Source: an optimization exercise on an open RTL-to-GDS flow (aim: small area and a short achievable clock period). Production flows keep margins and buffers that such runs may drop. In this exercise RTL edits were held to simulation tests only and were not proved equivalent to the original. No activity file was given, so power comes from the tool's default toggle rates.

Design datapath_top, start of the top module:
module datapath_top (
	input  logic            clk,
	input  logic            reset_n,
	input  mips_pkg::word_t instr,
	input  mips_pkg::word_t pc_plus4,
	input  mips_pkg::word_t load_data,
	output mips_pkg::word_t alu_result,
	output mips_pkg::word_t mem_addr,
	output mips_pkg::word_t mem_wdata,
	output logic            mem_read,
	output logic            mem_write,
	output logic            branch_taken,
	output mips_pkg::word_t branch_target
);
	mips_pkg::ctrl_t id_ctrl;
	logic [31:1] rs_sel;
	logic [31:1] rt_sel;
	mips_pkg::word_t id_rs_val;
	mips_pkg::word_t id_rt_val;
	logic [1:0] id_rs_byp;
	logic [1:0] id_rt_byp;
	mips_pkg::reg_addr_t id_wb_addr;
	logic [15:0] id_imm;
	mips_pkg::word_t id_pc;
	logic id_valid;
	logic id_a_use;
	logic [1:0] id_b_byp;
	logic [31:1] rf_valid;
	mips_pkg::word_t wb_data;
	logic [31:0][3:0] rs_part;
	logic [31:0][3:0] rt_part;
	mips_pkg::word_t op_rt;
	mips_pkg::word_t result_d;
	mips_pkg::word_t target_d;
	logic taken_d;
	mips_pkg::word_t ex_result;
	logic ex_mem_read;
	logic mem_read_d_rst;
	mips_pkg::word_t result_out;
	mips_pkg::reg_addr_t ex_wb_addr;
	decode_stage u_decode_stage (
		.clk        (clk),
		.reset_n    (reset_n),
		.instr      (instr),
		.pc_plus4   (pc_plus4),
		.rs_sel     (rs_sel),
		.rt_sel     (rt_sel),
		.rs_part    (rs_part),
		.rt_part    (rt_part),
		.rf_valid   (rf_valid),
		.ex_wb_addr (ex_wb_addr),
		.wb_data    (wb_data),
		.id_ctrl    (id_ctrl),
		.id_rs_val  (id_rs_val),
		.id_rt_val  (id_rt_val),
		.id_rs_byp  (id_rs_byp),
		.id_rt_byp  (id_rt_byp),
		.id_wb_addr (id_wb_addr),
		.id_imm     (id_imm),
		.id_pc      (id_pc),
		.id_valid   (id_valid),
		.id_a_use   (id_a_use),
		.id_b_byp   (id_b_byp)
	);
	register_file u_register_file (
		.clk     (clk),
		.reset_n (reset_n),
  ...
Settings: LEC_CHECK=0, CAP_MARGIN=20, CORE_MARGIN=2, CORE_UTILIZATION=40, SETUP_SLACK_MARGIN=4.7, SLEW_MARGIN=20, SYNTH_HIERARCHICAL=1; clock period 7.5 ns.
standard.sh (not shown) runs the stock make flow with config.mk's settings and CLKGATE_MAP_FILE= SYNTH_SCRIPT=/design/flow/synth_recipe.tcl, a recipe that flattens the netlist after the stock synthesis.
==> flow/flow/run.sh <==
#!/bin/bash
# The standard flow, with plain buffers (not delay cells) on the ports, the
# resizer free to swap cell footprints, and a clock tree of smaller buffers
# under a large root buffer, without dummy loads. synthesis runs unchanged
# first.
set -euo pipefail
bash standard.sh synth > flow_synth.log 2>&1
bash standard.sh MATCH_CELL_FOOTPRINT=0 \
  "BUFFER_PORTS_ARGS=-buffer_cell sky130_fd_sc_hd__buf_2" \
  "CTS_ARGS=-sink_clustering_enable -repair_clock_nets -dont_use_dummy_load -root_buf sky130_fd_sc_hd__clkbuf_16 -buf_list sky130_fd_sc_hd__clkbuf_8" \
  finish > flow_layout.log 2>&1
The baseline produced a clean layout.
Change:
==> flow/flow/run.sh (replaced) <==
#!/bin/bash
# The standard flow, with plain buffers (not delay cells) on the ports, the
# resizer free to swap cell footprints, and a clock tree of smaller buffers
# without dummy loads. synthesis runs unchanged first.
set -euo pipefail
bash standard.sh synth > flow_synth.log 2>&1
bash standard.sh MATCH_CELL_FOOTPRINT=0 \
  "BUFFER_PORTS_ARGS=-buffer_cell sky130_fd_sc_hd__buf_2" \
  "CTS_ARGS=-sink_clustering_enable -repair_clock_nets -dont_use_dummy_load -buf_list sky130_fd_sc_hd__clkbuf_8" \
  finish > flow_layout.log 2>&1
- TNS_END_PERCENT: not set -> 10
Effect: Cell count goes down by 2.7%; wire length is lower by 17%; power decreases by 1.1%; clock power decreases by about 1%; via count fell by 7.3%; worst setup slack gets worse by 43 ps; sequential power barely changes.

* * *

Another version of the RTL of datapath_top (not shown whole).
Size in the first run: about 4300 cells after synthesis, roughly 230 I/O pins, roughly 0.058 mm2 of cells after synthesis.
==> flow/config.mk <==
export PLATFORM = sky130hd
export DESIGN_NAME = datapath_top
export DESIGN_NICKNAME = datapath_top
export VERILOG_FILES = /design/flow/design.v
export SDC_FILE = /design/flow/constraint.sdc
export NUM_CORES = 4
export LEC_CHECK = 0
export CAP_MARGIN = 20
export CORE_MARGIN = 2
export CORE_UTILIZATION = 40
export SETUP_SLACK_MARGIN = 4.7
export SLEW_MARGIN = 20
export SYNTH_HIERARCHICAL = 1
export TNS_END_PERCENT = 10
==> flow/constraint.sdc <==
create_clock -name core_clock -period 7.5 [get_ports {clk}]
set_input_delay 1.5000 -clock core_clock [delete_from_list [all_inputs] [get_ports {clk}]]
set_output_delay 1.5000 -clock core_clock [all_outputs]
set_load 0.01 [all_outputs]
==> flow/flow/run.sh <==
#!/bin/bash
# The standard flow, with plain buffers (not delay cells) on the ports, the
# resizer free to swap cell footprints, and a clock tree of smaller buffers
# without dummy loads. synthesis runs unchanged first.
set -euo pipefail
bash standard.sh synth > flow_synth.log 2>&1
bash standard.sh MATCH_CELL_FOOTPRINT=0 \
  "BUFFER_PORTS_ARGS=-buffer_cell sky130_fd_sc_hd__buf_2" \
  "CTS_ARGS=-sink_clustering_enable -repair_clock_nets -dont_use_dummy_load -buf_list sky130_fd_sc_hd__clkbuf_8" \
  finish > flow_layout.log 2>&1
The starting point ran to the end with no violations.
Next try:
SETUP_SLACK_MARGIN = 4.85   (was 4.7)
The changed run went through all stages and came out clean. Global-route usage rises by 2.4 points. Non-clock buffer count falls by 7. Synthesized cell count does not change. Total power rises slightly. Clock skew falls by 20 ps.
Next try:
SETUP_SLACK_MARGIN = 4.7   (was 4.85)
TNS_END_PERCENT = 3   (was 10)
- worst setup slack gets worse by 5.7 ps
- flip-flop and latch count is unchanged
- clock skew drops by 14 ps
Next try:
TNS_END_PERCENT = default   (was 3)
Effect: The changed run produced a clean layout. Wire length goes up by 15%. Global-route usage goes up by 2.1 points. Power goes up by 1.1%. Sequential power barely changes. Final cell count goes up by 1.1%. Combinational power goes up by 26%. Utilization goes up by 2.1 points. Synthesized area is unchanged.

* * *

## the baseline
datapath_top with an RTL version that a note above also has.
Size: roughly 230 I/O pins, about 0.056 sq mm of cells after synthesis.
export LEC_CHECK = 0
export CAP_MARGIN = 20
export CORE_MARGIN = 2
export CORE_UTILIZATION = 40
export SETUP_SLACK_MARGIN = 4.5
export SLEW_MARGIN = 20
export SYNTH_HIERARCHICAL = 1
create_clock -name core_clock -period 7.5 [get_ports {clk}]
Scripts as last shown in full above: flow/flow/run.sh
For the candidate, these inputs were changed with respect to the baseline:
Settings: SETUP_SLACK_MARGIN: 4.5 -> 4.7.
### Flow results
Going from the baseline to the candidate, clock network area share decreased by 0.18 points relative to the old numbers; layout buffer count excluding clock buffers increased by 53 relative to the old numbers; worst slew slack as a fraction of its limit increased by 1.8 points relative to the old numbers.
Clock buffer count from CTS in the candidate vs the baseline: down 1
The candidate: post-layout instance area higher than the baseline
On share of total power in combinational logic: the candidate sits above the baseline.
The baseline → the candidate: number of antenna violations at the first check in global routing up 9; wire length up 30 mm; sequential share of power went down; clock share of power saw little to no change.
Between the baseline and the candidate, the flow reports number of post-CTS setup repair buffers increasing by more than 100%.

* * *

Another version of the RTL of datapath_top (not shown whole).
Size: roughly 230 I/O pins, ~0.057 mm^2 of cells after synthesis.
==> flow/config.mk <==
export PLATFORM = sky130hd
export DESIGN_NAME = datapath_top
export DESIGN_NICKNAME = datapath_top
export VERILOG_FILES = /design/flow/design.v
export SDC_FILE = /design/flow/constraint.sdc
export NUM_CORES = 4
export LEC_CHECK = 0
export CAP_MARGIN = 20
export CORE_MARGIN = 2
export CORE_UTILIZATION = 40
export SETUP_SLACK_MARGIN = 4.5
export SLEW_MARGIN = 20
export SYNTH_HIERARCHICAL = 1
==> flow/constraint.sdc <==
create_clock -name core_clock -period 7.5 [get_ports {clk}]
set_input_delay 1.5000 -clock core_clock [delete_from_list [all_inputs] [get_ports {clk}]]
set_output_delay 1.5000 -clock core_clock [all_outputs]
set_load 0.01 [all_outputs]
Scripts as last shown in full above: flow/flow/run.sh
The first run passed the timing, DRC and antenna checks.
Rerun with:
SETUP_SLACK_MARGIN = 4.7   (was 4.5)
Result: Clock skew shrinks by 0.017 ns. Final area grows by about 4.5%. First-iteration DRC count grows by 15%. Clock power grows by about 2%. Worst setup slack is worse by 0.079 ns. Routed wire length grows by 5.7%. Area after synthesis stays the same. Hold slack is worse by 0.0099 ns. Combinational power grows by 9.9%. Power grows by 0.99%. Global-route usage grows by 0.80 points.

re-timing with driven ports:
How much do the figures lean on ideal ports? The routed layouts below were timed once more, with nothing changed but the port constraints. Step 1 (the two cells are an assumption about what drives the block):
set clk [get_ports {clk}]
set_driving_cell -lib_cell sky130_fd_sc_hd__clkbuf_16 $clk
set_driving_cell -lib_cell sky130_fd_sc_hd__buf_2 [delete_from_list [all_inputs] $clk]
Step 2, shift: input delay + t, output delay - t, t = (earliest + latest rising clock arrival at the registers) / 2. This alone moves slack from input paths to output paths. Slacks: ideal ports / drivers / drivers and shift; pairs: ideal ports / drivers.
| run | t, ns | setup WS [ns] | hold WS [ns] |
|---|---|---|---|
| the first run of note 1 | 0.829 | 4.406 / 4.429 / 3.600 | 0.441 / 0.441 / 0.441 |
| the second run of note 1 | 0.976 | 4.362 / 4.399 / 3.437 | 0.441 / 0.441 / 0.441 |
| the first run of note 2 | 0.973 | 4.552 / 4.513 / 3.625 | 0.429 / 0.429 / 0.429 |
| the second run of note 2 | 0.973 | 4.560 / 4.490 / 3.585 | 0.430 / 0.430 / 0.430 |
| the third run of note 2 | 0.965 | 4.554 / 4.522 / 3.623 | 0.429 / 0.429 / 0.429 |
| the fourth run of note 2 | 0.980 | 4.589 / 4.513 / 3.646 | 0.439 / 0.439 / 0.439 |
| the baseline | 0.982 | 4.331 / 4.331 / 3.526 | 0.440 / 0.440 / 0.440 |
| the candidate | 0.986 | 4.509 / 4.509 / 3.607 | 0.440 / 0.440 / 0.440 |
| the first run of note 4 | 0.986 | 4.445 / 4.452 / 3.466 | 0.437 / 0.437 / 0.437 |
| the second run of note 4 | 0.994 | 4.366 / 4.357 / 3.363 | 0.427 / 0.427 / 0.427 |
After both steps every run listed still meets setup and hold. The setup slack of the second run of note 4, which loses most, moves by -0.009 ns with the drivers and by -1.003 ns with both steps.
